From an optimization exercise on the open Yosys and OpenROAD flow, aimed at small area; shortcuts taken in it are not production practice.
The RTL was checked by simulation tests, not by an equivalence proof against the original design.
Power and IR drop assume default switching activity.

--- flow/run.sh ---
#!/bin/bash
# synth_recipe.tcl (not shown) runs the flow's synth.tcl, then flattens the netlist and writes it again
# the make line also repeats each setting of config.mk as NAME=value (left out here)
make -C /OpenROAD-flow-scripts/flow DESIGN_CONFIG=/design/flow/config.mk WORK_HOME=/design/flow/orfs CLKGATE_MAP_FILE= SYNTH_SCRIPT=/design/flow/synth_recipe.tcl finish
--- flow/config.mk ---
export PLATFORM = sky130hd
export DESIGN_NAME = note_priority_list
export DESIGN_NICKNAME = note_priority_list
export VERILOG_FILES = /design/flow/design.v
export SDC_FILE = /design/flow/constraint.sdc
export NUM_CORES = 4
export LEC_CHECK = 0
export ABC_AREA = 1
export CAP_MARGIN = 20
export CORE_MARGIN = 2
export CORE_UTILIZATION = 40
export PLACE_DENSITY = 0.6
export SLEW_MARGIN = 20
--- flow/constraint.sdc ---
create_clock -name core_clock -period 5.0 [get_ports {clk}]
set_input_delay 1.0000 -clock core_clock [delete_from_list [all_inputs] [get_ports {clk}]]
set_output_delay 1.0000 -clock core_clock [all_outputs]
set_load 0.01 [all_outputs]
--- flow/design.v ---
module npl_cell #(
	parameter int DEPTH = 16
) (
	input  logic        clk,
	input  logic [13:0] d,
	output logic [13:0] last,
	output logic [13:0] next
);
	logic [13:0] stage_q [0:DEPTH-1];
	always_ff @(posedge clk) begin
		stage_q[0] <= d;
		for (int s = 1; s < DEPTH; s++)
			stage_q[s] <= stage_q[s-1];
	end
	assign last = stage_q[DEPTH-1];
	assign next = stage_q[DEPTH-2];
endmodule
module npl_ctrl (
	input  logic        clk,
	input  logic        arst_n,
	input  logic        in_valid,
	output logic        in_ready,
	input  logic        in_op,
	input  logic [6:0]  in_pitch,
	input  logic [6:0]  in_velocity,
	output logic        out_valid,
	input  logic        out_ready,
	output logic        out_new_valid,
	output logic [6:0]  out_new_pitch,
	output logic [6:0]  out_new_velocity,
	output logic        out_old_valid,
	output logic [6:0]  out_old_pitch,
	output logic        out_dropped,
	input  logic        cfg_valid,
	output logic        cfg_ready,
	input  logic        cfg_index,
	input  logic [4:0]  cfg_data,
	output logic [13:0] ring_d,
	input  logic [13:0] ring_last,
	input  logic [13:0] ring_next
);
	localparam logic [1:0] ST_IDLE = 2'd0;
	localparam logic [1:0] ST_PASS = 2'd1;
	localparam logic [1:0] ST_DONE = 2'd2;
	logic [1:0]  st_q;
	logic [3:0]  idx_q;
	logic [4:0]  len_q;
	logic [1:0]  mode_q;
	logic [4:0]  mv_q;
	logic        flag_q;
	logic        snd_q;
	logic [6:0]  q;
	logic        gt, lt, eq, outranks;
	logic        in_pass, done, last_cyc, at_v, before_v, past_len, in_len;
	logic        place_now, matched, adv;
	logic        new_ok, old_ok, show;
	assign q        = ring_next[13:7];
	assign gt       = in_pitch > q;
	assign lt       = in_pitch < q;
	assign eq       = in_pitch == q;
	always_comb begin
		case (mode_q)
			2'd0:    outranks = 1'b1;
			2'd1:    outranks = gt;
			2'd2:    outranks = lt;
			default: outranks = 1'b0;
		endcase
	end
	assign in_pass  = (st_q == ST_PASS);
	assign done     = (st_q == ST_DONE);
	assign last_cyc = (idx_q == 4'd15);
	assign at_v     = (idx_q == mv_q[3:0]);
	assign before_v = ({1'b0, idx_q} < mv_q);
	assign in_len   = ({1'b0, idx_q} < len_q);
	assign past_len = len_q[4] ? last_cyc : !in_len;
	assign place_now = !in_op && !flag_q && (past_len || outranks);
	assign matched   = flag_q || (in_len && eq);
	assign adv       = in_pass && (in_op == flag_q);
	always_comb begin
		if (in_pass && place_now)
			ring_d = {in_pitch, in_velocity};
		else if (adv)
			ring_d = ring_next;
		else
			ring_d = ring_last;
	end
	assign show      = done && at_v && out_ready;
	assign in_ready  = show;
	assign out_valid = show;
	assign cfg_ready = 1'b1;
	always_ff @(posedge clk or negedge arst_n) begin
		if (!arst_n) begin
			st_q   <= ST_IDLE;
			idx_q  <= 4'd0;
			len_q  <= 5'd0;
			mode_q <= 2'd0;
			mv_q   <= 5'd0;
			flag_q <= 1'b0;
			snd_q  <= 1'b0;
		end else begin
			idx_q <= idx_q + 4'd1;
			if (cfg_valid) begin
				if (cfg_index)
					mv_q   <= cfg_data;
				else
					mode_q <= cfg_data[1:0];
			end
			case (st_q)
				ST_IDLE: begin
					flag_q <= 1'b0;
					snd_q  <= 1'b0;
					if (in_valid && last_cyc)
						st_q <= ST_PASS;
				end
				ST_PASS: begin
					if (!in_op) begin
						flag_q <= flag_q || place_now;
						snd_q  <= snd_q || (before_v && (eq || place_now));
					end else begin
						flag_q <= matched;
					end
					if (last_cyc) begin
						if (!in_op) begin
							idx_q  <= 4'd1;
							flag_q <= len_q[4];
							if (!len_q[4])
								len_q <= len_q + 5'd1;
							st_q   <= ST_DONE;
						end else begin
							flag_q <= 1'b0;
							if (matched)
								len_q <= len_q - 5'd1;
							else
								st_q  <= ST_DONE;
						end
					end
				end
				default: begin
					if (show)
						st_q <= ST_IDLE;
				end
			endcase
		end
	end
	assign new_ok = in_op ? ((mv_q != 5'd0) && (mv_q <= len_q)) : ((mv_q == 5'd0) || snd_q);
	assign old_ok = !in_op && snd_q && (mv_q < len_q);
	assign out_new_valid                     = new_ok;
	assign {out_new_pitch, out_new_velocity} = !new_ok ? 14'd0 :
	                                           in_op ? ring_last : {in_pitch, in_velocity};
	assign out_old_valid                     = old_ok;
	assign out_old_pitch                     = old_ok ? ring_next[13:7] : 7'd0;
	assign out_dropped                       = !in_op && flag_q;
endmodule
module note_priority_list (
	input  logic       clk,
	input  logic       arst_n,
	input  logic       in_valid,
	output logic       in_ready,
	input  logic       in_op,
	input  logic [6:0] in_pitch,
	input  logic [6:0] in_velocity,
	output logic       out_valid,
	input  logic       out_ready,
	output logic       out_new_valid,
	output logic [6:0] out_new_pitch,
	output logic [6:0] out_new_velocity,
	output logic       out_old_valid,
	output logic [6:0] out_old_pitch,
	output logic       out_dropped,
	input  logic       cfg_valid,
	output logic       cfg_ready,
	input  logic       cfg_index,
	input  logic [4:0] cfg_data
);
	logic [13:0] ring_d;
	logic [13:0] ring_last;
	logic [13:0] ring_next;
	npl_ctrl u_ctrl (
		.clk              (clk),
		.arst_n           (arst_n),
		.in_valid         (in_valid),
		.in_ready         (in_ready),
		.in_op            (in_op),
		.in_pitch         (in_pitch),
		.in_velocity      (in_velocity),
		.out_valid        (out_valid),
		.out_ready        (out_ready),
		.out_new_valid    (out_new_valid),
		.out_new_pitch    (out_new_pitch),
		.out_new_velocity (out_new_velocity),
		.out_old_valid    (out_old_valid),
		.out_old_pitch    (out_old_pitch),
		.out_dropped      (out_dropped),
		.cfg_valid        (cfg_valid),
		.cfg_ready        (cfg_ready),
		.cfg_index        (cfg_index),
		.cfg_data         (cfg_data),
		.ring_d           (ring_d),
		.ring_last        (ring_last),
		.ring_next        (ring_next)
	);
	npl_cell #(
		.DEPTH (16)
	) u_list (
		.clk  (clk),
		.d    (ring_d),
		.last (ring_last),
		.next (ring_next)
	);
endmodule
==> results of run 1 <==
critical path, delay by kind of cell (launching register included):
family          cells  cell delay [ps]
simple gates        6             1140
fa+ha+maj           1              400
buf+inv             2              800
flops               1              400
compound gates      2              250
area by class of cell:
type | count | area [µm²] | share of cell area, %
Clock inverter | 12 | 206 | 2.46
Timing Repair Buffer | 56 | 543 | 6.47
Sequential cell | 244 | 4980 | 59.4
Tap cell | 220 | 275 | 3.28
Inverter | 45 | 169 | 2.01
Multi-Input combinational cell | 275 | 1510 | 18.0
Clock buffer | 31 | 699 | 8.33
cell usage in the layout (no fill, tap or decap), types with 3 or more instances in the layout:
cell type	synthesis	layout
clkbuf_8	0	3
dfxtp_1	224	224
mux2_4	6	6
clkinv_2	0	3
ha_1	24	24
bufinv_16	0	5
clkbuf_16	0	26
dfrtp_1	20	20
nor2_1	22	22
nor3_1	5	5
xor2_1	5	5
nand3_1	18	18
a21oi_1	26	26
nand4_1	15	15
o21ai_0	25	25
buf_4	3	5
nand2_1	118	118
inv_1	42	42
clkdlybuf4s50_1	0	50
cell usage after synthesis (all sizes together):
library cell  instances  area [µm²]
inv                  44         165
nor2                 23        93.8
clkbuf               11        41.3
conb                  1        3.75
xor2                  5        43.8
o211ai                1        7.51
clkinv                1        3.75
dfrtp                20         500
nand4                15        93.8
ha                   24         300
mux2                  8         113
o22ai                 1        6.26
xnor2                 1        8.76
and2                  1        6.26
o21bai                1        7.51
nand3b                1        7.51
nand2               118         443
nand3                18        90.1
dfxtp               224        4480
nor3                  5        25.0
or2                   1        8.76
o21ai                25         125
buf                   6        43.8
a21oi                26         130
where the power goes:
group	switching [mW]	internal (mW)	leakage, nW
Combinational	0.363	0.247	1.08
Clock	0.717	1.25	0.442
Sequential	0.160	2.38	2.08
Total	1.24	3.88	3.60
layer usage:
metal | routed length [µm] | up-vias
met5 | 0 | -
met1 | 6070 | 1877
met4 | 287 | 0
met2 | 5420 | 87
li1 | - | 1976
met3 | 547 | 22
registers in the layout (all words and copies together), names as in the netlist:
name            count
u_list.stage_q    224
u_ctrl.snd_q        1
u_ctrl.len_q        5
u_ctrl.mode_q       2
u_ctrl.idx_q        4
u_ctrl.mv_q         5
u_ctrl.flag_q       1
u_ctrl.st_q         2
stage by stage:
stage	util, %	instances	hold slack, ps
after floorplan	-	581	310
after global placement	45.3	840	311
after detailed placement	45.3	840	312
after CTS	50.8	883	323
after global routing	50.8	883	330
final	50.8	883	323
cells by family (layout without fill, tap and decap cells):
logic type / Yosys count / after routing / share of synthesized area (%)
xor gates and xnor gates: 6 / 6 / 0.778
and+or+nand+nor: 182 / 182 / 11.4
buffers and inverters: 62 / 144 / 3.76
other: 1 / 1 / 0.0555
AOI/OAI and AO/OA: 54 / 54 / 4.09
adders and majority gates: 24 / 24 / 4.45
muxes: 8 / 8 / 1.67
DFF: 244 / 244 / 73.8
how the worst max path moves through the flow:
stage,endpoint,cells after the start,slack [ps],from
floorplan,out_new_pitch[1],6,1980,in_op
global placement,out_new_velocity[0],6,880,in_op
detailed placement,out_new_velocity[0],6,850,in_op
CTS,out_new_velocity[0],11,480,u_ctrl.len_q[4]
global route,out_new_velocity[2],11,140,u_ctrl.len_q[4]
finish,out_new_velocity[0],11,500,u_ctrl.len_q[4]
==> qor.yml, run 1 <==
status: "no timing/DRC/antenna violations"
seq_area_frac_synth_pct: 73.8
dr_total_vias: 3962
worstSkewPairLatency_ps: 500
holdBufCountCts: 0
cts.clk_slew.worst_paths_ps: 60
holdCritPathClass: "flip-flop to flip-flop"
die_area_mm2: 0.0179
mappedNetlistArea_mm2: 0.00675
routed_wl_mm: 12.3
grt.met2_usage_pct: 22.6
p_total_mw: 5.12
setup.worst_path.class: "flip-flop to output pin"
finalClockSkew_ps: 8.17
drc: 0
drt_iter0_drc: 193
worstMarginPinSlew_ps: 846
cp.required_ps: 4000
endpoint_kind: "output pin"
ys_ff_latch: 244
dpl_cell_area_mm2: 0.00749
dp_hpwl_mm: 7.98
grt_usage_pct: 14.3
fillerInstances: 1410
first_pass_iters: 4
antenna_found_initial: 0
top_level_ports: 53
postLayoutCellArea_mm2: 0.00839
io_buffers: 51
cp-start-kind: "flip-flop"
reg2reg_depth: 13
wl_per_cell_um: 14.0
min_period_ps: 4500
hold_violations: 0
power.leakage_nw: 3.60
die_x_um: 134
diodes: 0
r2r_end: "u_list.stage_q[0][9]"
hold_start: "u_list.stage_q[5][3]"
grt_setup_unrepaired: "false"
clockBufferDepth: 3
cts_tree: "built"
via_per_inst: 4.49
path_cells: "clkinv_1 -> ha_1 -> nand2_1 -> nor2_1 -> nand2_1 -> o211ai_1 -> nand2_1 -> nand3_1 -> and2_1 -> a21oi_1 -> clkdlybuf4s50_1"
pre_cts_ws_ps: 847
crit_arrival_ps: 3500
cts_resized: 0
relSlewSlack_pct: 43.6
numClockSinks: 244
netlist_instances: 581
ctsHtreeMaxLevel: 1
r2r_slack_ps: 2740
fin_ws_ps: 505
layout.nets: 696
grt_busiest_layer: "met2"
setup_tns_ps: 0
cts_buffers: 24
grt_max_degree: 24
core_area_mm2: 0.0165
max_cap_viol_count: 0
worst_path_largest_cell_delay_ps: 680
initial_utilization_pct: 40.9
grt_pass1_wl_mm: 20.4
maxSlewViolCount: 0
worstHoldEndpoint: "u_list.stage_q[6][3]"
syn-num-nets: 631
path_max_fanout: 15
gp_congestion: 0.793
cpMostUsedCell: "nand2_1"
ir_drop_mv: 0.266
crit_slowest_cell: "and2_1"
met3_usage_pct: 2.91
finalCritPeriodShare_pct: 89.9
yosys_warnings: 3
postSynthAreaPerCell_um2: 11.6
grt.met1_usage_pct: 19.9
fmaxAchievable_mhz: 222
first_global_vias: 4031
cts-root-buf: "clkbuf_16"
report.final.setup_viol: 0
r2r-start: "u_ctrl.len_q[2]"
powerDensity_mw_per_mm2: 610
ys_types: 29
layout-drive-gt1-share_pct: 8.90
min_path_cells: 0
ant_nets: 0
area_growth_pct: 24.3
die_y_um: 134
post-cts-setup-buffer-count: 0
grt_overflow_total: 0
rows: 47
==> inputs of run 2 (changes only) <==
--- a/flow/config.mk
+++ b/flow/config.mk
@@ -11,2 +11,5 @@
 export CORE_UTILIZATION = 40
+export CTS_BUF_LIST = sky130_fd_sc_hd__clkbuf_8
+export CTS_CLUSTER_DIAMETER = 100
+export CTS_CLUSTER_SIZE = 18
 export PLACE_DENSITY = 0.6
==> qor.yml, run 2 <==
async_flop_share_pct: 8.20
crit_arrival_ps: 3430
postSynthAreaPerCell_um2: 11.6
maxSlewViolCount: 0
finalCritPeriodShare_pct: 88.5
grt_overflow_total: 0
worstMarginPinSlew_ps: 819
setup.worst_path.class: "flip-flop to output pin"
die_x_um: 134
report.final.setup_viol: 0
pre_cts_ws_ps: 847
grt_pass1_wl_mm: 20.1
power.leakage_nw: 3.30
drt_iter0_drc: 259
grt_busiest_layer: "met2"
layout-drive-gt1-share_pct: 5.77
yosys_warnings: 3
synth_edf_count: 0
min_period_ps: 4430
critPathTopFamily: "simple AND/OR/NAND/NOR gates"
ctsHtreeMaxLevel: 1
ir_drop_mv: 0.212
gp_congestion: 0.793
cpMostUsedCell: "nand2_1"
synth_most_common_cell: "dfxtp_1"
cp.required_ps: 4000
path_max_fanout: 15
rows: 47
power_switching_mw: 1.07
area_growth_pct: 14.7
postLayoutCellArea_mm2: 0.00774
hold_violations: 0
via_per_inst: 4.47
synth_top_cell_by_area: "dfxtp_1"
path_cells: "clkinv_1 -> ha_1 -> nand2_1 -> nor2_1 -> nand2_1 -> o211ai_1 -> nand2_1 -> nand3_1 -> and2_1 -> a21oi_1 -> clkdlybuf4s50_1"
dpl_cell_area_mm2: 0.00749
antenna_found_initial: 0
largest_reg_flops: 224
ys_types: 29
die_y_um: 134
grt.met1_usage_pct: 19.7
powerDensity_mw_per_mm2: 519
cts-root-buf: "clkbuf_8"
relSlewSlack_pct: 45.4
status: "no timing/DRC/antenna violations"
p_int_mw: 2.94
top_level_ports: 53
setup_tns_ps: 0
mappedNetlistArea_mm2: 0.00675
holdCritPathClass: "flip-flop to flip-flop"
p_clk_share_pct: 21.7
synth_common_cells: "224 x dfxtp_1, 118 x nand2_1, 42 x inv_1"
worst_path_largest_cell_delay_ps: 670
ys_ff_latch: 244
cts_tree: "built"
biggestRegsByFlops: "u_list.stage_q (224), u_ctrl.len_q (5), u_ctrl.mv_q (5)"
drc: 0
met3_usage_pct: 2.87
grt_max_degree: 24
fin_ws_ps: 574
finalClockSkew_ps: 19.3
grt_setup_unrepaired: "false"
clockBufferDepth: 3
numClockSinks: 244
grt_usage_pct: 14.0
synth.area.top_cells: "dfxtp_1 66%, dfrtp_1 7.4%, nand2_1 6.6%"
layout.nets: 689
max_cap_viol_count: 0
top_register: "u_list.stage_q"
holdBufCountCts: 0
synth_top_area_share_pct: 66.4
p_comb_share_pct: 15.1
endpoint_kind: "output pin"
wl_per_cell_um: 13.9
die_area_mm2: 0.0179
dr_total_vias: 3851
initial_utilization_pct: 40.9
cts_resized: 0
final_cell_mix: "224 x dfxtp_1, 118 x nand2_1, 50 x clkdlybuf4s50_1"
ant_nets: 0
netlist_instances: 581
post-cts-setup-buffer-count: 0
seq_area_frac_synth_pct: 73.8
cp-start-kind: "flip-flop"
syn-num-nets: 631
layout_commonest_cell: "dfxtp_1"
dp_hpwl_mm: 7.98
crit_buf_inv: 2
fmaxAchievable_mhz: 226
cts.clk_slew.worst_paths_ps: 120
p_total_mw: 4.02
grt.met2_usage_pct: 22.3
routed_wl_mm: 12.0
swShare_pct: 26.7
worstSkewPairLatency_ps: 500
first_pass_iters: 5
io_buffers: 51
synthFlopType: "dfxtp_1"
p_seq_share_pct: 63.2
crit_slowest_cell: "and2_1"
diodes: 0
cts_buffers: 17
core_area_mm2: 0.0165
first_global_vias: 3906
-- run 2: cell types whose count changed in the layout (fill, tap and decap cells not counted), sizes merged --
cell,previous run,this run
bufinv,5,0
clkbuf,31,17
clkinv,7,1
inv,44,47
-- run 2: kinds of logic after synthesis --
family | after synthesis | share of synthesized area [%]
and+or+nand+nor | 182 | 11.4
DFF | 244 | 73.8
buffers and inverters | 62 | 3.76
muxes | 8 | 1.67
other | 1 | 0.0555
adders and majority gates | 24 | 4.45
xor gates and xnor gates | 6 | 0.778
AOI/OAI and AO/OA | 54 | 4.09
-- run 2: worst reg2reg max path, cell delays in order (launching register included) --
cell and delay [ps]:
dfrtp_1 500, inv_1 140, ha_1 310, nand2_1 50, nor3_1 120, o21ai_0 150
nand2_1 90, nor2_1 50, nand2_1 70, buf_4 220, nand3_1 100, buf_4 210
nand2_1 80, nand2_1 70
-- run 2: routing by layer --
| layer | wire length [µm] | vias up |
|---|---|---|
| li1 | - | 1946 |
| met1 | 6020 | 1807 |
| met2 | 5220 | 79 |
| met3 | 573 | 19 |
| met4 | 181 | 0 |
| met5 | 0 | - |
-- run 2: area by class of cell --
type	count	area, µm²
clock buffer	17	234
clock inverter	4	23.8
fill	1475	8780
inverter	45	169
multi-input combinational	275	1510
sequential	244	4980
tap	220	275
timing repair buffer	56	543
-- run 2: power groups by stage --
| stage | Sequential (mW) | Combinational, mW | Clock (mW) |
|---|---|---|---|
| 2_1_floorplan | 2.52 | 0.414 | 0 |
| 3_3_place_gp | 2.57 | 0.589 | 0 |
| 3_5_place_dp | 2.58 | 0.609 | 0 |
| 4_1_cts | 2.54 | 0.611 | 0.912 |
| 5_1_grt | 2.59 | 0.701 | 0.990 |
| 6_report | 2.54 | 0.607 | 0.872 |
-- run 2: stage by stage --
step	hold WS, ps	util [%]	instances
CTS	315	46.9	861
global placement	311	45.3	840
floorplan	310	-	581
finish	316	46.9	861
global route	329	46.9	861
detailed placement	312	45.3	840
-- run 2: path summary, 6_finish.rpt --
path | from | endpoint | slack (ps) | depth (start not counted)
max | u_ctrl.len_q[4] | out_new_velocity[0] | 570 | 11
max reg2reg | u_ctrl.len_q[2] | u_list.stage_q[0][9] | 2710 | 13
min in group asynchronous | arst_n | u_ctrl.mv_q[4] | 430 | 1
max in group asynchronous | arst_n | u_ctrl.snd_q | 4240 | 1
min | u_list.stage_q[10][7] | u_list.stage_q[11][7] | 320 | 0
min reg2reg | u_list.stage_q[10][7] | u_list.stage_q[11][7] | 320 | 0
==> inputs of run 3 (changes only) <==
==> flow/flow/run.sh (new file) <==
#!/bin/bash
# Standard layout, with plain buf_1 cells as the port buffers.
set -euo pipefail
bash standard.sh "BUFFER_PORTS_ARGS=-buffer_cell sky130_fd_sc_hd__buf_1" finish > flow.log 2>&1
==> flow/standard.sh (new file) <==
#!/bin/bash
# synth_recipe.tcl (not shown) runs the flow's synth.tcl, then flattens the netlist and writes it again
# the make line also repeats each setting of config.mk as NAME=value (left out here)
make -C /OpenROAD-flow-scripts/flow DESIGN_CONFIG=/design/flow/config.mk WORK_HOME=/design/flow/orfs CLKGATE_MAP_FILE= SYNTH_SCRIPT=/design/flow/synth_recipe.tcl "${@:-finish}"
removed: flow/run.sh
==> qor.yml, run 3 <==
p_comb_share_pct: 14.4
setup_tns_ps: 0
path_cells: "clkinv_1 -> ha_1 -> nand2_1 -> nor2_1 -> nand2_1 -> o211ai_1 -> nand2_1 -> nand3_1 -> and2_1 -> a21oi_1 -> buf_1"
die_area_mm2: 0.0179
p_total_mw: 3.98
fin_ws_ps: 769
postSynthAreaPerCell_um2: 11.6
top_level_ports: 53
synth.area.top_cells: "dfxtp_1 66%, dfrtp_1 7.4%, nand2_1 6.6%"
synth_edf_count: 0
ctsHtreeMaxLevel: 1
p_int_mw: 2.90
grt_max_degree: 24
initial_utilization_pct: 40.9
async_flop_share_pct: 8.20
synth_most_common_cell: "dfxtp_1"
drc: 0
ant_nets: 0
power.leakage_nw: 3.17
placed_cells: 839
swShare_pct: 27.2
numClockSinks: 244
hold_start: "u_list.stage_q[7][8]"
clockBufferDepth: 3
hold_violations: 0
grt_setup_unrepaired: "false"
die_x_um: 134
path_max_fanout: 15
dp_hpwl_mm: 8.07
p_seq_share_pct: 63.7
top_register: "u_list.stage_q"
cts_buffers: 17
maxSlewViolCount: 0
r2r-start: "u_ctrl.len_q[2]"
first_pass_iters: 6
gp_congestion: 0.819
pre_cts_ws_ps: 1180
max_cap_viol_count: 0
synthFlopType: "dfxtp_1"
critPathTopFamily: "simple AND/OR/NAND/NOR gates"
yosys_warnings: 3
finalClockSkew_ps: 17.1
core_area_mm2: 0.0165
syn-num-nets: 631
rows: 47
die_y_um: 134
crit_buf_inv: 2
dr_total_vias: 3837
cts-root-buf: "clkbuf_8"
r2r_end: "u_list.stage_q[0][10]"
io_buffers: 51
relSlewSlack_pct: 34.7
worst_path_largest_cell_delay_ps: 790
ys_types: 29
holdCritPathClass: "flip-flop to flip-flop"
crit_arrival_ps: 3230
via_per_inst: 4.46
finalCritPeriodShare_pct: 84.6
postLayoutCellArea_mm2: 0.00742
synth_common_cells: "224 x dfxtp_1, 118 x nand2_1, 42 x inv_1"
min_path_cells: 0
largest_reg_flops: 224
biggestRegsByFlops: "u_list.stage_q (224), u_ctrl.len_q (5), u_ctrl.mv_q (5)"
timing.hold.ws_ps: 321
crit_path_start: "u_ctrl.len_q[4]"
routed_wl_mm: 12.1
mappedNetlistArea_mm2: 0.00675
worstSkewPairLatency_ps: 500
fmaxAchievable_mhz: 236
grt_usage_pct: 13.9
wl_per_cell_um: 14.0
synth_top_cell_by_area: "dfxtp_1"
powerDensity_mw_per_mm2: 537
ir_drop_mv: 0.235
seq_area_frac_synth_pct: 73.8
fillerInstances: 1557
cpMostUsedCell: "nand2_1"
status: "no timing/DRC/antenna violations"
power_switching_mw: 1.08
reg2reg_depth: 12
final_cell_mix: "224 x dfxtp_1, 118 x nand2_1, 50 x buf_1"
multi_input_area_mm2: 0.00151
setup.worst_path.class: "flip-flop to output pin"
holdBufCountCts: 0
fin_cells: 860
endpoint_kind: "output pin"
first_global_vias: 3966
layout_commonest_cell: "dfxtp_1"
layout.nets: 688
crit_slowest_cell: "and2_1"
dpl_cell_area_mm2: 0.00716
post-cts-setup-buffer-count: 0
worstHoldEndpoint: "u_list.stage_q[8][8]"
drt_iter0_drc: 174
grt_overflow_total: 0
layout-drive-gt1-share_pct: 5.63
cts_resized: 0
area_growth_pct: 9.93
p_clk_share_pct: 21.9
synth_top_area_share_pct: 66.4
finish.utilization_pct: 44.9
cts.clk_slew.worst_paths_ps: 110
antenna_found_initial: 0
ys_ff_latch: 244
grt_pass1_wl_mm: 19.9
netlist_instances: 581
report.final.setup_viol: 0
diodes: 0
worstMarginPinSlew_ps: 979
cts_tree: "built"
min_period_ps: 4230
cp-start-kind: "flip-flop"
cp.required_ps: 4000
seqCellArea_mm2: 0.00498
r2r_slack_ps: 2320
[run 3: cell counts after synthesis]
Identical to the previous run, type by type.
[run 3: area by class of cell]
class,instances,area share [%]
Clock buffer,17,3.15
Clock inverter,4,0.320
Inverter,45,2.28
Multi-Input combinational cell,275,20.4
Sequential cell,244,67.1
Tap cell,220,3.71
Timing Repair Buffer,55,3.00
[run 3: how the worst max path moves through the flow]
stage,end,cells past startpoint,slack (ps)
floorplan,out_new_pitch[1],6,1980
CTS,out_new_velocity[3],11,810
finish,out_new_velocity[3],11,770
global route,out_new_pitch[1],11,490
global placement,out_new_velocity[0],6,1260
detailed placement,out_new_velocity[3],6,1180
[run 3: logic make-up after synthesis]
group	share of synthesized area, %
simple gates	11.4
flops	73.8
mux	1.67
other cells	0.0555
compound gates	4.09
buf+inv	3.76
xor+xnor	0.778
fa+ha+maj	4.45
[run 3: layer usage]
metal  GRT usage (%)  vias up  part of all wire, %
li1                -     1949                    -
met2            21.9       97                   44
met5               0        -                    0
met3            2.91       21                  6.6
met1            19.3     1770                   48
met4            3.90        0                  2.0
[run 3: power groups by stage]
| stage | Clock (mW) | Combinational, mW | Sequential [mW] |
|---|---|---|---|
| 2_1_floorplan | 0 | 0.414 | 2.52 |
| 3_3_place_gp | 0 | 0.547 | 2.57 |
| 3_5_place_dp | 0 | 0.568 | 2.58 |
| 4_1_cts | 0.918 | 0.573 | 2.55 |
| 5_1_grt | 0.990 | 0.659 | 2.59 |
| 6_report | 0.871 | 0.574 | 2.54 |
==> inputs of run 4 (changes only) <==
==> flow/flow/run.sh (replaced) <==
#!/bin/bash
# The standard layout with two changes:
# - synthesis maps the logic with an area-only ABC script (flow/area.abc) and without the
#   full/half-adder extraction; everything up to and including flip-flop mapping is unchanged,
#   so the registers keep the standard synthesis's names and cells;
# - the port buffers are plain buf_1 cells.
# make's output goes to flow.log; each ORFS step keeps its own log under orfs/logs.
set -euo pipefail
here=$PWD
# synthesis script: the standard flow's, sourcing a copy of ORFS's synth.tcl whose abc call uses area.abc
sed 's#log_cmd abc {\*}$abc_args$#log_cmd abc -script $::env(NPL_ABC_SCRIPT) {*}$lib_args {*}$lib_dont_use_args#' \
	"$FLOW_HOME/scripts/synth.tcl" > "$here/npl_synth_body.tcl"
grep -q 'NPL_ABC_SCRIPT' "$here/npl_synth_body.tcl"
sed "s#source \$::env(SCRIPTS_DIR)/synth.tcl#source $here/npl_synth_body.tcl#" \
	"$here/synth_recipe.tcl" > "$here/npl_synth.tcl"
grep -q 'npl_synth_body.tcl' "$here/npl_synth.tcl"
bash standard.sh \
	"SYNTH_SCRIPT=$here/npl_synth.tcl" \
	"NPL_ABC_SCRIPT=$here/flow/area.abc" \
	"ADDER_MAP_FILE=" \
	"BUFFER_PORTS_ARGS=-buffer_cell sky130_fd_sc_hd__buf_1" \
	finish > "$here/flow.log" 2>&1
==> flow/flow/area.abc (new file) <==
strash
balance
rewrite
refactor
balance
rewrite
rewrite -z
balance
refactor -z
rewrite -z
balance
dch -f
amap
--- a/flow/config.mk
+++ b/flow/config.mk
@@ -11,5 +11,5 @@
 export CORE_UTILIZATION = 40
-export CTS_BUF_LIST = sky130_fd_sc_hd__clkbuf_8
+export CTS_BUF_LIST = sky130_fd_sc_hd__clkbuf_16
 export CTS_CLUSTER_DIAMETER = 100
-export CTS_CLUSTER_SIZE = 18
+export CTS_CLUSTER_SIZE = 30
 export PLACE_DENSITY = 0.6
==> qor.yml, run 4 <==
grt_max_degree: 32
synthFlopType: "dfxtp_1"
grt_pass1_wl_mm: 17.4
layout.nets: 560
hold_violations: 0
biggestRegsByFlops: "u_list.stage_q (224), u_ctrl.len_q (5), u_ctrl.mv_q (5)"
layout-drive-gt1-share_pct: 4.10
cts-root-buf: "clkbuf_16"
initial_utilization_pct: 40.9
worstMarginPinSlew_ps: 872
final_cell_mix: "224 x dfxtp_1, 50 x buf_1, 42 x nor2_1"
cts.clk_slew.worst_paths_ps: 100
async_flop_share_pct: 8.20
syn-num-nets: 492
cts_buffers: 12
first_pass_iters: 4
p_int_mw: 3.48
worstSkewPairLatency_ps: 460
ir_drop_mv: 0.233
synth_edf_count: 0
top_level_ports: 53
fillerInstances: 1354
seqCellArea_mm2: 0.00498
drt_iter0_drc: 153
maxSlewViolCount: 0
cp-start-kind: "flip-flop"
fmaxAchievable_mhz: 250
report.final.setup_viol: 0
p_comb_share_pct: 13.5
endpoint_kind: "output pin"
relSlewSlack_pct: 40.3
power_switching_mw: 1.24
setup.worst_path.class: "flip-flop to output pin"
largest_reg_flops: 224
p_clk_share_pct: 22.3
worst_path_largest_cell_delay_ps: 440
min_period_ps: 4000
multi_input_area_mm2: 0.00106
max_cap_viol_count: 0
cpMostUsedCell: "clkinv_1"
p_seq_share_pct: 64.2
grt_usage_pct: 13.4
dp_hpwl_mm: 7.25
synth_common_cells: "224 x dfxtp_1, 42 x nor2_1, 40 x clkinv_1"
ys_types: 31
grt_overflow_total: 0
crit_buf_inv: 3
grt_setup_unrepaired: "false"
crit_arrival_ps: 3000
path_max_fanout: 7
dpl_cell_area_mm2: 0.00666
numClockSinks: 244
via_per_inst: 4.77
die_x_um: 128
setup_tns_ps: 0
yosys_warnings: 3
netlist_instances: 466
holdBufCountCts: 0
synth_most_common_cell: "dfxtp_1"
diodes: 0
dr_total_vias: 3461
cp.required_ps: 4000
ctsHtreeMaxLevel: 1
holdCritPathClass: "flip-flop to flip-flop"
rows: 45
area_growth_pct: 13.4
cts_resized: 0
cts_tree: "built"
layout_commonest_cell: "dfxtp_1"
wl_per_cell_um: 15.3
gp_congestion: 0.769
crit_slowest_cell: "dfrtp_1"
path_cells: "clkinv_1 -> o22ai_1 -> a221oi_1 -> a211oi_1 -> a21oi_1 -> nor4_1 -> clkinv_1 -> nor2_1 -> buf_1"
status: "no timing/DRC/antenna violations"
die_area_mm2: 0.0165
antenna_found_initial: 0
ys_ff_latch: 244
first_global_vias: 3321
top_register: "u_list.stage_q"
synth_top_area_share_pct: 72.4
postSynthAreaPerCell_um2: 13.3
clockBufferDepth: 3
core_area_mm2: 0.0151
powerDensity_mw_per_mm2: 672
postLayoutCellArea_mm2: 0.00702
mappedNetlistArea_mm2: 0.00619
io_buffers: 51
seq_area_frac_synth_pct: 80.5
post-cts-setup-buffer-count: 0
swShare_pct: 26.2
finalCritPeriodShare_pct: 80.1
routed_wl_mm: 11.1
ant_nets: 0
synth_top_cell_by_area: "dfxtp_1"
drc: 0
die_y_um: 128
critPathTopFamily: "buffers and inverters"
power.leakage_nw: 2.74
synth.area.top_cells: "dfxtp_1 72%, dfrtp_1 8.1%, o221a_1 2.7%"
finalClockSkew_ps: 27.7
finish.utilization_pct: 46.4
## run 4: changes by cell type in the layout (fill, tap and decap cells not counted), sizes merged, moves of 19 or more
cell / before / now
nand2: 118 / 22
inv: 47 / 3
clkinv: 1 / 41
ha: 24 / 0
o22ai: 1 / 24
nor2: 23 / 42
## run 4: power by group through the flow
stage	registers, mW	clock network [mW]	logic [mW]
2_1_floorplan	2.96	0	0.430
3_3_place_gp	3.05	0	0.620
3_5_place_dp	3.07	0	0.631
4_1_cts	3.04	1.09	0.637
5_1_grt	3.11	1.17	0.707
6_report	3.03	1.05	0.639
## run 4: routing by layer
| metal | part of all wire (%) | GRT usage [%] | vias up |
|---|---|---|---|
| met2 | 42 | 20.3 | 83 |
| met3 | 4.9 | 2.66 | 22 |
| li1 | - | - | 1727 |
| met4 | 2.6 | 3.88 | 0 |
| met1 | 50 | 19.6 | 1629 |
| met5 | 0 | 0 | - |
## run 4: area by class of cell
type	instances	area share, %
flip-flops and latches	244	71.0
multi-input cells	180	15.0
clock buffers	13	4.63
well taps	188	3.35
repair buffers	56	3.28
inverters	40	2.14
clock inverters	4	0.588
## run 4: worst reg2reg max path, stage by stage, from the launching register on
cell       delay (ps)
dfxtp_1           440
clkinv_1          170
a22oi_1           330
o2111ai_1         210
a2111oi_0         720
o21ai_0           150
o21ai_0           130
o211ai_1          130
nand3_1           130
nor2_1             50
buf_4             220
clkinv_1          160
o22ai_1           120
## run 4: path summary, 6_finish.rpt
path / from / end / slack, ps / depth (start not counted)
worst min-delay path: u_list.stage_q[3][5] / u_list.stage_q[4][5] / 300 / 0
min in group asynchronous: arst_n / u_ctrl.idx_q[1] / 480 / 1
max in group asynchronous: arst_n / u_ctrl.mode_q[0] / 4180 / 1
worst max register to register: u_list.stage_q[14][13] / u_list.stage_q[0][9] / 1910 / 12
worst min register to register: u_list.stage_q[3][5] / u_list.stage_q[4][5] / 300 / 0
worst max-delay path: u_ctrl.len_q[2] / out_old_pitch[2] / 1000 / 9
## run 4: metrics by stage
stage	hold WS (ps)	worst slack, ps	cells	total power, mW
2_1_floorplan	310	601	466	3.39
3_3_place_gp	310	1180	708	3.67
3_5_place_dp	312	1140	708	3.70
4_1_cts	300	998	725	4.77
5_1_grt	299	847	725	4.98
6_report	300	996	725	4.72
## run 4: logic make-up (layout without fill, tap and decap cells)
group / count (synthesis) / after routing / share of synthesized area (%)
other: 1 / 1 / 0.0605
flip-flops: 244 / 244 / 80.5
AO/OA/AOI/OAI: 99 / 99 / 11.4
AND/OR/NAND/NOR: 80 / 80 / 5.37
buffers and inverters: 42 / 113 / 2.67
==> inputs of run 5 (changes only) <==
--- a/flow/config.mk
+++ b/flow/config.mk
@@ -11,5 +11,5 @@
 export CORE_UTILIZATION = 40
-export CTS_BUF_LIST = sky130_fd_sc_hd__clkbuf_16
-export CTS_CLUSTER_DIAMETER = 100
-export CTS_CLUSTER_SIZE = 30
+export CTS_BUF_LIST = sky130_fd_sc_hd__clkbuf_4
+export CTS_CLUSTER_DIAMETER = 60
+export CTS_CLUSTER_SIZE = 10
 export PLACE_DENSITY = 0.6
==> qor.yml, run 5 <==
status: "no timing/DRC/antenna violations"
dr_total_vias: 3557
grt_setup_unrepaired: "false"
setup.worst_path.class: "flip-flop to output pin"
diodes: 0
finalCritPeriodShare_pct: 81.9
max_cap_viol_count: 0
cp-start-kind: "flip-flop"
clockBufferDepth: 3
die_area_mm2: 0.0165
power.leakage_nw: 2.72
worstMarginPinSlew_ps: 832
io_buffers: 51
layout-drive-gt1-share_pct: 8.08
fillerInstances: 1360
ant_nets: 0
cts_resized: 0
setup_tns_ps: 0
ctsHtreeMaxLevel: 1
synth_top_cell_by_area: "dfxtp_1"
drt_iter0_drc: 156
syn-num-nets: 492
synthFlopType: "dfxtp_1"
postSynthAreaPerCell_um2: 13.3
netlist_instances: 466
relSlewSlack_pct: 43.1
r2r_end: "u_list.stage_q[0][1]"
p_seq_share_pct: 66.4
numClockSinks: 244
maxSlewViolCount: 0
power_switching_mw: 1.23
synth_fa_ha_area_share_pct: 0
p_clk_share_pct: 19.7
grt_usage_pct: 13.9
ir_drop_mv: 0.202
yosys_warnings: 3
area_growth_pct: 12.0
cts_tree: "built"
swShare_pct: 27.0
min_period_ps: 4090
p_int_mw: 3.32
routed_wl_mm: 11.2
crit_slowest_cell: "dfrtp_1"
cp.required_ps: 4000
cts-root-buf: "clkbuf_4"
ys_ff_latch: 244
first_pass_iters: 4
synth_mux_area_share_pct: 0
antenna_found_initial: 1
drc: 0
p_comb_share_pct: 13.9
grt_pass1_wl_mm: 18.0
r2r_slack_ps: 1970
synth_compound_gate_area_share_pct: 11.4
multi_input_area_mm2: 0.00106
mappedNetlistArea_mm2: 0.00619
synth_top_area_share_pct: 72.4
core_area_mm2: 0.0151
seq_area_frac_synth_pct: 80.5
synth_most_common_cell: "dfxtp_1"
cp.depth: 9
synth-xor-area-share_pct: 0
synth.area.top_cells: "dfxtp_1 72%, dfrtp_1 8.1%, o221a_1 2.7%"
first_global_vias: 3549
biggestRegsByFlops: "u_list.stage_q (224), u_ctrl.len_q (5), u_ctrl.mv_q (5)"
synth_top_family_by_area: "compound AO/OA/AOI/OAI gates"
gp_congestion: 0.769
die_x_um: 128
seqCellArea_mm2: 0.00498
path_max_fanout: 7
ys_types: 31
top_level_ports: 53
crit_buf_inv: 3
synth_edf_count: 0
crit_arrival_ps: 3090
endpoint_kind: "output pin"
r2r-start: "u_list.stage_q[14][13]"
worstSkewPairLatency_ps: 650
cts_buffers: 28
synthSimpleGateAreaFrac_pct: 5.37
rows: 45
worst_path_largest_cell_delay_ps: 440
grt_overflow_total: 0
fmaxAchievable_mhz: 244
largest_reg_flops: 224
cpMostUsedCell: "clkinv_1"
report.final.setup_viol: 0
hold_violations: 0
powerDensity_mw_per_mm2: 657
top_register: "u_list.stage_q"
path_cells: "clkinv_1 -> o22ai_1 -> a221oi_1 -> a211oi_1 -> a21oi_1 -> nor4_1 -> clkinv_1 -> nor2_1 -> buf_1"
p_total_mw: 4.55
critPathTopFamily: "buffers and inverters"
final_cell_mix: "224 x dfxtp_1, 50 x buf_1, 42 x nor2_1"
synth_common_cells: "224 x dfxtp_1, 42 x nor2_1, 40 x clkinv_1"
grt_max_degree: 26
initial_utilization_pct: 40.9
holdCritPathClass: "primary input to async pin"
reg2reg_depth: 11
finalClockSkew_ps: 36.0
cts.clk_slew.worst_paths_ps: 110
layout_commonest_cell: "dfxtp_1"
die_y_um: 128
post-cts-setup-buffer-count: 0
via_per_inst: 4.77
layout.nets: 576
dp_hpwl_mm: 7.25
holdBufCountCts: 0
async_flop_share_pct: 8.20
wl_per_cell_um: 15.1
==> run 5: final cells by class <==
| type | instances | area share [%] |
|---|---|---|
| clock buffers | 35 | 3.79 |
| multi-input cells | 180 | 15.2 |
| clock inverters | 2 | 0.217 |
| flip-flops and latches | 244 | 71.9 |
| well taps | 188 | 3.39 |
| repair buffers | 56 | 3.32 |
| inverters | 40 | 2.17 |
==> run 5: cell families after synthesis <==
family	Yosys count
other	1
and+or+nand+nor	80
DFF	244
buffers and inverters	42
AOI/OAI and AO/OA	99
==> run 5: how the worst max path moves through the flow <==
stage	from	end	slack, ps
6_report	u_ctrl.len_q[2]	out_old_pitch[2]	910
3_3_place_gp	in_op	out_new_velocity[0]	1180
3_5_place_dp	in_op	out_new_velocity[0]	1140
5_1_grt	u_ctrl.len_q[2]	out_new_velocity[0]	650
2_1_floorplan	in_op	out_new_pitch[0]	600
4_1_cts	u_ctrl.len_q[2]	out_new_velocity[0]	820
==> run 5: worst register-to-register path, cell delays in order (launching register included) <==
cell and delay [ps]:
dfxtp_1 430, clkinv_1 170, a22oi_1 320, o2111ai_1 210
a2111oi_0 690, o21ai_0 150, o21ai_0 130, o211ai_1 130
nand3_1 130, nor2_1 50, buf_4 220, o21ai_0 300
==> run 5: power groups by stage <==
stage                     combinational (mW)  clock, mW  sequential [mW]
after floorplan                        0.430          0             2.96
after global placement                 0.620          0             3.05
after detailed placement               0.631          0             3.07
after CTS                              0.636      0.944             3.04
after global routing                   0.706       1.03             3.11
final                                  0.633      0.896             3.02
==> run 5: metal layers <==
layer | part of all wire, % | up-vias | track usage, %
li1 | - | 1768 | -
met1 | 49 | 1658 | 19.3
met2 | 42 | 93 | 20.7
met3 | 6.1 | 36 | 3.62
met4 | 3.1 | 2 | 5.95
met5 | 0.12 | - | 0
==> run 5: per-stage QoR <==
step	setup WS [ps]	hold slack, ps	std cells	area (µm²)	utilization, %
6_report	907	298	745	6930	45.8
5_1_grt	648	246	745	6930	45.8
4_1_cts	820	239	745	6930	45.8
3_5_place_dp	1140	312	708	6660	43.9
3_3_place_gp	1180	310	708	6660	43.9
2_1_floorplan	601	310	466	6190	-
==> inputs of run 6 (changes only) <==
--- a/flow/config.mk
+++ b/flow/config.mk
@@ -11,5 +11,5 @@
 export CORE_UTILIZATION = 40
-export CTS_BUF_LIST = sky130_fd_sc_hd__clkbuf_4
+export CTS_BUF_LIST = sky130_fd_sc_hd__clkbuf_8
 export CTS_CLUSTER_DIAMETER = 60
-export CTS_CLUSTER_SIZE = 10
+export CTS_CLUSTER_SIZE = 20
 export PLACE_DENSITY = 0.6
==> qor.yml, run 6 <==
status: "no timing/DRC/antenna violations"
cts-root-buf: "clkbuf_8"
cts.clk_slew.worst_paths_ps: 110
grt_usage_pct: 13.5
cts_resized: 0
seq_area_frac_synth_pct: 80.5
grt_max_degree: 26
report.final.setup_viol: 0
min_path_cells: 0
cp-start-kind: "flip-flop"
grt_setup_unrepaired: "false"
biggestRegsByFlops: "u_list.stage_q (224), u_ctrl.len_q (5), u_ctrl.mv_q (5)"
layout_commonest_cell: "dfxtp_1"
synthFlopType: "dfxtp_1"
holdCritPathClass: "flip-flop to flip-flop"
max_cap_viol_count: 0
fmaxAchievable_mhz: 250
numClockSinks: 244
crit_arrival_ps: 2990
routed.top_layer: "met4"
reg2reg_depth: 12
initial_utilization_pct: 40.9
worstSkewPairLatency_ps: 520
clockBufferDepth: 3
synth_top_cell_by_area: "dfxtp_1"
dp_hpwl_mm: 7.25
cts_tree: "built"
ir_drop_mv: 0.165
syn-num-nets: 492
drt_iter0_drc: 167
async_flop_share_pct: 8.20
postLayoutCellArea_mm2: 0.00695
relSlewSlack_pct: 41.8
via_per_inst: 4.78
path_cells: "clkinv_1 -> o22ai_1 -> a221oi_1 -> a211oi_1 -> a21oi_1 -> nor4_1 -> clkinv_1 -> nor2_1 -> buf_1"
top_level_ports: 53
synth_most_common_cell: "dfxtp_1"
wl_per_cell_um: 15.2
maxSlewViolCount: 0
dpl_cell_area_mm2: 0.00666
synth_top_area_share_pct: 72.4
io_buffers: 51
routed_wl_mm: 11.1
synth_common_cells: "224 x dfxtp_1, 42 x nor2_1, 40 x clkinv_1"
layout.nets: 565
m1WireLength_mm: 5.50
ys_types: 31
power.leakage_nw: 2.71
rows: 45
gp_congestion: 0.769
top_register: "u_list.stage_q"
holdBufCountCts: 0
area_growth_pct: 12.3
path_max_fanout: 7
synth.area.top_cells: "dfxtp_1 72%, dfrtp_1 8.1%, o221a_1 2.7%"
crit_slowest_cell: "dfrtp_1"
ant_nets: 0
ys_ff_latch: 244
grt_pass1_wl_mm: 17.5
setup_tns_ps: 0
diodes: 0
die_x_um: 128
first_global_vias: 3418
die_area_mm2: 0.0165
mappedNetlistArea_mm2: 0.00619
netlist_instances: 466
layout-drive-gt1-share_pct: 5.33
endpoint_kind: "output pin"
core_area_mm2: 0.0151
dr_total_vias: 3496
antenna_found_initial: 0
cts_buffers: 17
first_pass_iters: 4
largest_reg_flops: 224
min_period_ps: 3990
finalCritPeriodShare_pct: 79.9
cp.required_ps: 4000
setup.worst_path.class: "flip-flop to output pin"
drc: 0
final_cell_mix: "224 x dfxtp_1, 50 x buf_1, 42 x nor2_1"
worst_path_largest_cell_delay_ps: 460
worstMarginPinSlew_ps: 850
wl_met2_mm: 4.65
powerDensity_mw_per_mm2: 660
grt_overflow_total: 0
hold_violations: 0
dr_wl_met3_um: 666
yosys_warnings: 3
postSynthAreaPerCell_um2: 13.3
die_y_um: 128
ctsHtreeMaxLevel: 1
finalClockSkew_ps: 26.3
post-cts-setup-buffer-count: 0
synth_edf_count: 0
cpMostUsedCell: "clkinv_1"
-- run 6: cell types whose count changed in the layout (fill, tap and decap cells not counted), sizes merged --
cell / delta
clkbuf: -18
clkinvlp: +1
inv: +4
-- run 6: final cells by class --
cell class | instances | area [µm²]
Multi-Input combinational cell | 180 | 1060
Tap cell | 188 | 235
Inverter | 40 | 150
Clock inverter | 7 | 62.6
Sequential cell | 244 | 4980
Timing Repair Buffer | 56 | 230
Fill cell | 1357 | 8190
Clock buffer | 17 | 234
-- run 6: metrics by stage --
stage / worst slack [ps] / cells / hold slack, ps / utilization (%) / total power, mW
floorplan: 601 / 466 / 310 / - / 3.39
global placement: 1180 / 708 / 310 / 43.9 / 3.67
detailed placement: 1140 / 708 / 312 / 43.9 / 3.70
CTS: 973 / 732 / 315 / 45.9 / 4.64
global route: 811 / 732 / 316 / 45.9 / 4.85
finish: 1010 / 732 / 318 / 45.9 / 4.59
-- run 6: kinds of logic after synthesis --
logic type | Yosys count | synth area share [%]
buf+inv | 42 | 2.67
flops | 244 | 80.5
other cells | 1 | 0.0605
simple gates | 80 | 5.37
compound gates | 99 | 11.4
-- run 6: critical path, delay by kind of cell, from the launching register on --
family	cells	cell delay, ps
AO/OA/AOI/OAI	4	680
buffers and inverters	3	740
AND/OR/NAND/NOR	2	600
flip-flops	1	460
-- run 6: final timing paths --
kind,startpoint,slack [ps],to
worst max-delay path,u_ctrl.len_q[3],1010,out_old_pitch[2]
worst min-delay path,u_list.stage_q[2][0],320,u_list.stage_q[3][0]
worst max register to register,u_list.stage_q[14][13],1950,u_list.stage_q[0][9]
worst min register to register,u_list.stage_q[2][0],320,u_list.stage_q[3][0]
max in group asynchronous,arst_n,4210,u_ctrl.mv_q[3]
min in group asynchronous,arst_n,430,u_ctrl.mode_q[0]
-- run 6: power by group --
group          total [mW]  switching, mW  internal (mW)  leakage [nW]
Sequential           3.03          0.265           2.76          2.11
Combinational       0.636          0.398          0.238         0.440
Clock               0.930          0.594          0.336         0.159
Total                4.59           1.26           3.33          2.71
-- run 6: per-layer routing --
| metal | global-route usage, % | up-vias |
|---|---|---|
| met2 | 20.3 | 92 |
| li1 | - | 1738 |
| met3 | 3.12 | 30 |
| met5 | 0 | - |
| met4 | 5.24 | 0 |
| met1 | 19.1 | 1636 |
==> inputs of run 7 (changes only) <==
--- a/flow/config.mk
+++ b/flow/config.mk
@@ -12,4 +12,4 @@
 export CTS_BUF_LIST = sky130_fd_sc_hd__clkbuf_8
-export CTS_CLUSTER_DIAMETER = 60
-export CTS_CLUSTER_SIZE = 20
+export CTS_CLUSTER_DIAMETER = 100
+export CTS_CLUSTER_SIZE = 18
 export PLACE_DENSITY = 0.6
==> qor.yml, run 7 <==
finalCritPeriodShare_pct: 80.6
antenna_found_initial: 0
die_area_mm2: 0.0165
synth_top_family_by_area: "compound AO/OA/AOI/OAI gates"
worstHoldEndpoint: "u_list.stage_q[6][12]"
netlist_instances: 466
synth_top_cell_by_area: "dfxtp_1"
layout_commonest_cell: "dfxtp_1"
rows: 45
ir_drop_mv: 0.192
final_cell_mix: "224 x dfxtp_1, 50 x buf_1, 42 x nor2_1"
setup_tns_ps: 0
core_area_mm2: 0.0151
multi_input_area_mm2: 0.00106
cts_resized: 0
io_buffers: 51
routed_wl_mm: 11.1
synth_mux_area_share_pct: 0
min_period_ps: 4030
synth_compound_gate_area_share_pct: 11.4
path_cells: "clkinv_1 -> o22ai_1 -> a221oi_1 -> a211oi_1 -> a21oi_1 -> nor4_1 -> clkinv_1 -> nor2_1 -> buf_1"
critPathTopFamily: "buffers and inverters"
drc: 0
via_per_inst: 4.76
first_global_vias: 3429
largest_reg_flops: 224
cts-root-buf: "clkbuf_8"
r2r-start: "u_list.stage_q[14][13]"
synth_most_common_cell: "dfxtp_1"
postSynthAreaPerCell_um2: 13.3
worst_path_largest_cell_delay_ps: 440
cp-start-kind: "flip-flop"
grt_busiest_layer: "met2"
holdBufCountCts: 0
post-cts-setup-buffer-count: 0
ys_ff_latch: 244
finish.utilization_pct: 45.7
timing.hold.ws_ps: 320
fillerInstances: 1361
report.final.setup_viol: 0
area_growth_pct: 11.8
cp.required_ps: 4000
worstSkewPairLatency_ps: 520
drt_iter0_drc: 164
mappedNetlistArea_mm2: 0.00619
synthSimpleGateAreaFrac_pct: 5.37
grt_pass1_wl_mm: 17.6
biggestRegsByFlops: "u_list.stage_q (224), u_ctrl.len_q (5), u_ctrl.mv_q (5)"
clockBufferDepth: 3
maxSlewViolCount: 0
grt_usage_pct: 13.6
power.leakage_nw: 2.70
gp_congestion: 0.769
cpMostUsedCell: "clkinv_1"
endpoint_kind: "output pin"
die_x_um: 128
ys_types: 31
grt.met2_usage_pct: 20.2
status: "no timing/DRC/antenna violations"
worstMarginPinSlew_ps: 846
async_flop_share_pct: 8.20
met3_usage_pct: 3.16
numClockSinks: 244
synth_common_cells: "224 x dfxtp_1, 42 x nor2_1, 40 x clkinv_1"
setup.worst_path.class: "flip-flop to output pin"
wl_per_cell_um: 15.2
min_path_cells: 0
seq_area_frac_synth_pct: 80.5
top_register: "u_list.stage_q"
finalClockSkew_ps: 26.8
grt.met1_usage_pct: 19.1
ctsHtreeMaxLevel: 1
synth_fa_ha_area_share_pct: 0
crit_buf_inv: 3
yosys_warnings: 3
crit_arrival_ps: 3030
synthFlopType: "dfxtp_1"
layout-drive-gt1-share_pct: 4.96
syn-num-nets: 492
first_pass_iters: 4
dr_total_vias: 3484
diodes: 0
r2r_slack_ps: 1960
reg2reg_depth: 11
die_y_um: 128
ant_nets: 0
layout.nets: 565
cts_tree: "built"
grt_max_degree: 26
fmaxAchievable_mhz: 248
holdCritPathClass: "flip-flop to flip-flop"
synth_edf_count: 0
p_total_mw: 4.55
cts_buffers: 17
powerDensity_mw_per_mm2: 656
crit_slowest_cell: "dfrtp_1"
synth-xor-area-share_pct: 0
cp.depth: 9
initial_utilization_pct: 40.9
max_cap_viol_count: 0
grt_setup_unrepaired: "false"
hold_violations: 0
seqCellArea_mm2: 0.00498
synth.area.top_cells: "dfxtp_1 72%, dfrtp_1 8.1%, o221a_1 2.7%"
path_max_fanout: 7
hold_start: "u_list.stage_q[5][12]"
dp_hpwl_mm: 7.25
top_level_ports: 53
relSlewSlack_pct: 42.2
r2r_end: "u_list.stage_q[0][1]"
cts.clk_slew.worst_paths_ps: 110
synth_top_area_share_pct: 72.4
grt_overflow_total: 0
[run 7: cell types whose count changed in the layout (fill, tap and decap cells not counted)]
cell,change
inv_8,-1
inv_1,+2
inv_6,+1
clkinv_8,-1
inv_12,-1
[run 7: metrics by stage]
stage | setup slack (ps) | instances | cell area [µm²]
final | 968 | 732 | 6930
after global routing | 814 | 732 | 6930
after CTS | 966 | 732 | 6930
after detailed placement | 1140 | 708 | 6660
after global placement | 1180 | 708 | 6660
after floorplan | 601 | 466 | 6190
[run 7: area by class of cell]
cell class / count / area share (%)
Multi-Input combinational cell: 180 / 15.2
Clock inverter: 7 / 0.506
Inverter: 40 / 2.17
Clock buffer: 17 / 3.38
Tap cell: 188 / 3.40
Timing Repair Buffer: 56 / 3.32
Sequential cell: 244 / 72.0
[run 7: worst register-to-register path, delay by kind of cell (launching register included)]
family | cells | cell delay, ps
buffers and inverters | 2 | 390
AO/OA/AOI/OAI | 7 | 1930
flip-flops | 1 | 440
AND/OR/NAND/NOR | 2 | 180
[run 7: power by group]
part,switching (mW),internal (mW)
registers,0.264,2.76
clock network,0.565,0.320
logic,0.397,0.238
[run 7: cells by family (layout without fill, tap and decap cells)]
kind of cell / Yosys count / in the layout
simple gates: 80 / 80
flops: 244 / 244
buf+inv: 42 / 120
compound gates: 99 / 99
other cells: 1 / 1
[run 7: worst max path at each step]
stage,start,end
finish,u_ctrl.len_q[2],out_old_pitch[2]
global route,u_ctrl.len_q[2],out_new_velocity[0]
CTS,u_ctrl.len_q[2],out_new_velocity[0]
detailed placement,in_op,out_new_velocity[0]
global placement,in_op,out_new_velocity[0]
floorplan,in_op,out_new_pitch[0]
[run 7: metal layers]
layer,up-vias,share of wire (%)
met3,24,6.1
met5,-,0
met1,1636,49
met4,0,2.6
li1,1735,-
met2,89,42
==> inputs of run 8 (changes only) <==
--- a/flow/config.mk
+++ b/flow/config.mk
@@ -8,3 +8,3 @@
 export ABC_AREA = 1
-export CAP_MARGIN = 20
+export CAP_MARGIN = 0
 export CORE_MARGIN = 2
@@ -15,2 +15,2 @@
 export PLACE_DENSITY = 0.6
-export SLEW_MARGIN = 20
+export SLEW_MARGIN = 0
==> qor.yml, run 8 <==
powerDensity_mw_per_mm2: 657
async_flop_share_pct: 8.20
seq_area_frac_synth_pct: 80.5
path_cells: "clkinv_1 -> o22ai_1 -> a221oi_1 -> a211oi_1 -> a21oi_1 -> nor4_1 -> clkinv_1 -> nor2_1 -> buf_1"
ys_types: 31
cp.required_ps: 4000
io_buffers: 51
top_level_ports: 53
synthFlopType: "dfxtp_1"
worst_path_largest_cell_delay_ps: 440
power.leakage_nw: 2.70
synth_edf_count: 0
rows: 45
grt_overflow_total: 0
die_area_mm2: 0.0165
drc: 0
setup_tns_ps: 0
synth_top_area_share_pct: 72.4
multi_input_area_mm2: 0.00106
path_max_fanout: 7
mappedNetlistArea_mm2: 0.00619
ys_ff_latch: 244
ir_drop_mv: 0.192
biggestRegsByFlops: "u_list.stage_q (224), u_ctrl.len_q (5), u_ctrl.mv_q (5)"
postSynthAreaPerCell_um2: 13.3
first_global_vias: 3429
hold_violations: 0
r2r_slack_ps: 1950
cts_buffers: 17
report.final.setup_viol: 0
crit_slowest_cell: "dfrtp_1"
die_x_um: 128
endpoint_kind: "output pin"
syn-num-nets: 492
cts_resized: 0
post-cts-setup-buffer-count: 0
synth_most_common_cell: "dfxtp_1"
diodes: 0
grt_max_degree: 26
finalCritPeriodShare_pct: 80.6
grt_usage_pct: 13.6
setup.worst_path.class: "flip-flop to output pin"
via_per_inst: 4.76
initial_utilization_pct: 40.9
die_y_um: 128
core_area_mm2: 0.0151
fmaxAchievable_mhz: 248
gp_congestion: 0.769
layout.nets: 565
cts.clk_slew.worst_paths_ps: 110
synth.area.top_cells: "dfxtp_1 72%, dfrtp_1 8.1%, o221a_1 2.7%"
yosys_warnings: 3
synth_top_cell_by_area: "dfxtp_1"
drt_iter0_drc: 164
maxSlewViolCount: 0
ctsHtreeMaxLevel: 1
holdBufCountCts: 0
holdCritPathClass: "flip-flop to flip-flop"
layout-drive-gt1-share_pct: 4.78
min_period_ps: 4030
largest_reg_flops: 224
netlist_instances: 466
worstMarginPinSlew_ps: 1160
grt_pass1_wl_mm: 17.6
numClockSinks: 244
crit_buf_inv: 3
wl_per_cell_um: 15.2
cts_tree: "built"
max_cap_viol_count: 0
final_cell_mix: "224 x dfxtp_1, 51 x buf_1, 42 x nor2_1"
antenna_found_initial: 0
ant_nets: 0
dr_total_vias: 3486
crit_arrival_ps: 3030
critPathTopFamily: "buffers and inverters"
finish.utilization_pct: 45.7
dp_hpwl_mm: 7.25
finalClockSkew_ps: 27.4
status: "no timing/DRC/antenna violations"
area_growth_pct: 11.8
worstSkewPairLatency_ps: 520
grt_setup_unrepaired: "false"
synth_common_cells: "224 x dfxtp_1, 42 x nor2_1, 40 x clkinv_1"
cpMostUsedCell: "clkinv_1"
fillerInstances: 1362
top_register: "u_list.stage_q"
clockBufferDepth: 3
layout_commonest_cell: "dfxtp_1"
cts-root-buf: "clkbuf_8"
seqCellArea_mm2: 0.00498
routed_wl_mm: 11.1
first_pass_iters: 4
cp-start-kind: "flip-flop"
relSlewSlack_pct: 22.9
[run 8: cell count changes in the layout (fill, tap and decap cells not counted)]
cell,change
buf_2,-1
buf_1,+1
[run 8: worst reg2reg max path: stages (launching register included)]
cell and delay (ps):
dfxtp_1 440, clkinv_1 170, a22oi_1 320, o2111ai_1 210, a2111oi_0 710, o21ai_0 150, o21ai_0 130, o211ai_1 130
nand3_1 130, nor2_1 50, buf_4 220, o21ai_0 290
[run 8: metal layers]
| layer | routed length (µm) | part of all wire (%) | global-route usage, % | vias up |
|---|---|---|---|---|
| li1 | - | - | - | 1735 |
| met3 | 682 | 6.1 | 3.16 | 24 |
| met1 | 5460 | 49 | 19.1 | 1638 |
| met5 | 0 | 0 | 0 | - |
| met2 | 4700 | 42 | 20.2 | 89 |
| met4 | 284 | 2.6 | 5.82 | 0 |
[run 8: where the power goes]
group | internal [mW] | switching (mW) | total, mW
Combinational | 0.238 | 0.397 | 0.635
Sequential | 2.76 | 0.264 | 3.03
Clock | 0.320 | 0.565 | 0.886
[run 8: cell type report]
class | count | area share, %
sequential | 244 | 72.0
multi-input combinational | 180 | 15.3
tap | 188 | 3.40
clock buffer | 17 | 3.38
timing repair buffer | 56 | 3.31
inverter | 40 | 2.17
clock inverter | 7 | 0.506
[run 8: per-stage QoR]
step           hold slack (ps)  power (mW)  instance area, µm²  cells  setup WS, ps
2_1_floorplan              310        3.39                6190    466           601
3_3_place_gp               310        3.67                6660    708          1180
3_5_place_dp               312        3.70                6660    708          1140
4_1_cts                    324        4.60                6920    732           966
5_1_grt                    330        4.81                6920    732           814
6_report                   320        4.55                6920    732           968
[run 8: logic make-up after synthesis]
| logic type | Yosys count | synth area share, % |
|---|---|---|
| AO/OA/AOI/OAI | 99 | 11.4 |
| flip-flops | 244 | 80.5 |
| buffers and inverters | 42 | 2.67 |
| other | 1 | 0.0605 |
| AND/OR/NAND/NOR | 80 | 5.37 |
[run 8: path summary, 6_finish.rpt]
path / depth (start not counted) / from / endpoint
max in group asynchronous: 1 / arst_n / u_ctrl.mv_q[1]
min in group asynchronous: 1 / arst_n / u_ctrl.mv_q[4]
hold / removal: 0 / u_list.stage_q[5][12] / u_list.stage_q[6][12]
setup / recovery: 9 / u_ctrl.len_q[2] / out_old_pitch[2]
hold reg to reg: 0 / u_list.stage_q[5][12] / u_list.stage_q[6][12]
setup reg to reg: 11 / u_list.stage_q[14][13] / u_list.stage_q[0][1]
==> inputs of run 9 (changes only) <==
--- a/flow/flow/area.abc
+++ b/flow/flow/area.abc
@@ -11,2 +11,5 @@
 balance
+&get -n
+&deepsyn -I 1 -J 100
+&put
 dch -f
--- a/flow/config.mk
+++ b/flow/config.mk
@@ -8,3 +8,3 @@
 export ABC_AREA = 1
-export CAP_MARGIN = 0
+export CAP_MARGIN = 20
 export CORE_MARGIN = 2
@@ -14,3 +14,4 @@
 export CTS_CLUSTER_SIZE = 18
+export GPL_TIMING_DRIVEN = 0
 export PLACE_DENSITY = 0.6
-export SLEW_MARGIN = 0
+export SLEW_MARGIN = 20
==> qor.yml, run 9 <==
die_y_um: 127
synth_most_common_cell: "dfxtp_1"
finalClockSkew_ps: 24.8
clockBufferDepth: 3
holdBufCountCts: 0
cp.required_ps: 4000
path_max_fanout: 10
p_total_mw: 3.59
grt_max_degree: 21
timing.hold.ws_ps: 313
max_cap_viol_count: 0
area_growth_pct: 11.9
cts-root-buf: "clkbuf_8"
synth_top_family_by_area: "compound AO/OA/AOI/OAI gates"
mappedNetlistArea_mm2: 0.00609
powerDensity_mw_per_mm2: 527
relSlewSlack_pct: 45.1
fmaxAchievable_mhz: 234
syn-num-nets: 485
power_switching_mw: 0.898
synthSimpleGateAreaFrac_pct: 4.97
dr_total_vias: 3347
report.final.setup_viol: 0
cts_resized: 0
p_seq_share_pct: 66.2
first_pass_iters: 5
io_buffers: 51
via_per_inst: 4.63
initial_utilization_pct: 40.5
rows: 45
wl_per_cell_um: 13.6
swShare_pct: 25.0
largest_reg_flops: 224
numClockSinks: 244
status: "no timing/DRC/antenna violations"
die_x_um: 127
seq_area_frac_synth_pct: 81.8
post-cts-setup-buffer-count: 0
grt_usage_pct: 12.4
first_global_vias: 3254
grt_setup_unrepaired: "false"
yosys_warnings: 3
finalCritPeriodShare_pct: 85.5
layout.nets: 559
top_register: "u_list.stage_q"
maxSlewViolCount: 0
drc: 0
ir_drop_mv: 0.220
synth_fa_ha_area_share_pct: 0
endpoint_kind: "output pin"
synth_edf_count: 0
top_level_ports: 53
synth_mux_area_share_pct: 0
cp-start-kind: "primary input"
cts_buffers: 17
drt_iter0_drc: 240
hold_violations: 0
ctsHtreeMaxLevel: 1
final_cell_mix: "224 x dfxtp_1, 59 x clkinv_1, 50 x buf_1"
postLayoutCellArea_mm2: 0.00682
ys_ff_latch: 244
worstMarginPinSlew_ps: 823
synth_common_cells: "224 x dfxtp_1, 59 x clkinv_1, 28 x nor2_1"
ant_nets: 0
synth-xor-area-share_pct: 0
antenna_found_initial: 0
routed_wl_mm: 9.84
core_area_mm2: 0.0150
synth_top_cell_by_area: "dfxtp_1"
p_clk_share_pct: 23.7
ys_types: 32
diodes: 0
grt_overflow_total: 0
p_comb_share_pct: 10.0
finish.utilization_pct: 45.4
fin_cells: 723
layout-drive-gt1-share_pct: 5.61
dpl_cell_area_mm2: 0.00657
grt_pass1_wl_mm: 16.2
setup.worst_path.class: "primary input to output pin"
min_period_ps: 4280
synth.area.top_cells: "dfxtp_1 74%, dfrtp_1 8.2%, clkinv_1 3.6%"
die_area_mm2: 0.0162
cts.clk_slew.worst_paths_ps: 110
synth_top_area_share_pct: 73.6
placed_cells: 702
layout_commonest_cell: "dfxtp_1"
dp_hpwl_mm: 6.51
cts_tree: "built"
gp_congestion: 0.885
postSynthAreaPerCell_um2: 13.3
async_flop_share_pct: 8.20
crit_arrival_ps: 3280
worstSkewPairLatency_ps: 490
synthFlopType: "dfxtp_1"
p_int_mw: 2.70
biggestRegsByFlops: "u_list.stage_q (224), u_ctrl.len_q (5), u_ctrl.mv_q (5)"
synth_compound_gate_area_share_pct: 9.30
power.leakage_nw: 2.64
holdCritPathClass: "flip-flop to flip-flop"
netlist_instances: 459
## run 9: cells by family (layout without fill, tap and decap cells)
| kind of cell | after synthesis | after routing |
|---|---|---|
| and+or+nand+nor | 71 | 71 |
| AOI/OAI and AO/OA | 82 | 82 |
| DFF | 244 | 244 |
| other | 1 | 1 |
| buffers and inverters | 61 | 137 |
## run 9: through the flow
stage               TNS, ps  worst slack (ps)
finish                    0               724
global route              0               425
CTS                       0               672
detailed placement        0               239
global placement     -51630             -2150
floorplan                 0               761
## run 9: critical path, cell delays in order
cell and delay [ps]:
buf_1 350, clkinv_1 330, a2111oi_2 740, buf_2 310
buf_2 210, nand2_1 60, o21ai_0 90, buf_1 180
## run 9: layout make-up
type,count,area [µm²]
tap,188,235
clock inverter,4,20.0
fill,1361,8210
clock buffer,17,234
timing repair buffer,55,215
buffer,2,15.0
inverter,59,221
sequential,244,4980
multi-input combinational,154,895
## run 9: final timing paths
kind                                         from               endpoint  slack, ps  cells past startpoint
setup reg to reg           u_list.stage_q[14][12]  u_list.stage_q[0][10]       1080                     13
hold / removal              u_list.stage_q[13][7]  u_list.stage_q[14][7]        310                      0
max in group asynchronous                  arst_n          u_ctrl.flag_q       4170                      1
setup / recovery                            in_op       out_new_pitch[5]        720                      8
min in group asynchronous                  arst_n        u_ctrl.len_q[0]        470                      1
hold reg to reg             u_list.stage_q[13][7]  u_list.stage_q[14][7]        310                      0
## run 9: power groups by stage
stage | sequential (mW) | combinational [mW] | clock, mW
after floorplan | 2.38 | 0.240 | 0
after global placement | 2.41 | 0.340 | 0
after detailed placement | 2.42 | 0.362 | 0
after CTS | 2.39 | 0.364 | 0.897
after global routing | 2.42 | 0.410 | 0.969
final | 2.38 | 0.360 | 0.853
## run 9: routing by layer
metal	global-route usage, %	routed length [µm]	part of all wire (%)
met2	19.1	4390	45
met5	0	0	0
met1	17.5	4750	48
met3	2.64	527	5.4
met4	4.07	170	1.7

==> static timing again, ports no longer ideal <==
In the flow no input, the clock included, has a driving cell. The finished layouts below were timed again as built, in two steps. Step 1: set_driving_cell puts a clkbuf_16 on clk and a buf_2 on each other input, an assumption about the parent block. Step 2 times the ports against the registers' clock, not the clock port: input delays grow and output delays shrink by t, the midpoint of the rising clock arrivals with the driver on. Three values: ideal ports, drivers, drivers and shift; two values: the first two.
run	shift t [ns]	setup WS [ns]
run 1	0.536	0.505 / 0.466 / 0.850
run 2	0.522	0.574 / 0.539 / 0.873
run 3	0.524	0.769 / 0.738 / 1.112
run 4	0.486	0.996 / 0.957 / 1.095
run 5	0.663	0.907 / 0.875 / 1.139
run 6	0.540	1.006 / 0.971 / 1.112
run 7	0.534	0.968 / 0.933 / 1.083
run 8	0.534	0.968 / 0.933 / 1.084
run 9	0.508	0.724 / 0.696 / 0.230
After both steps setup and hold are still met in every run listed.
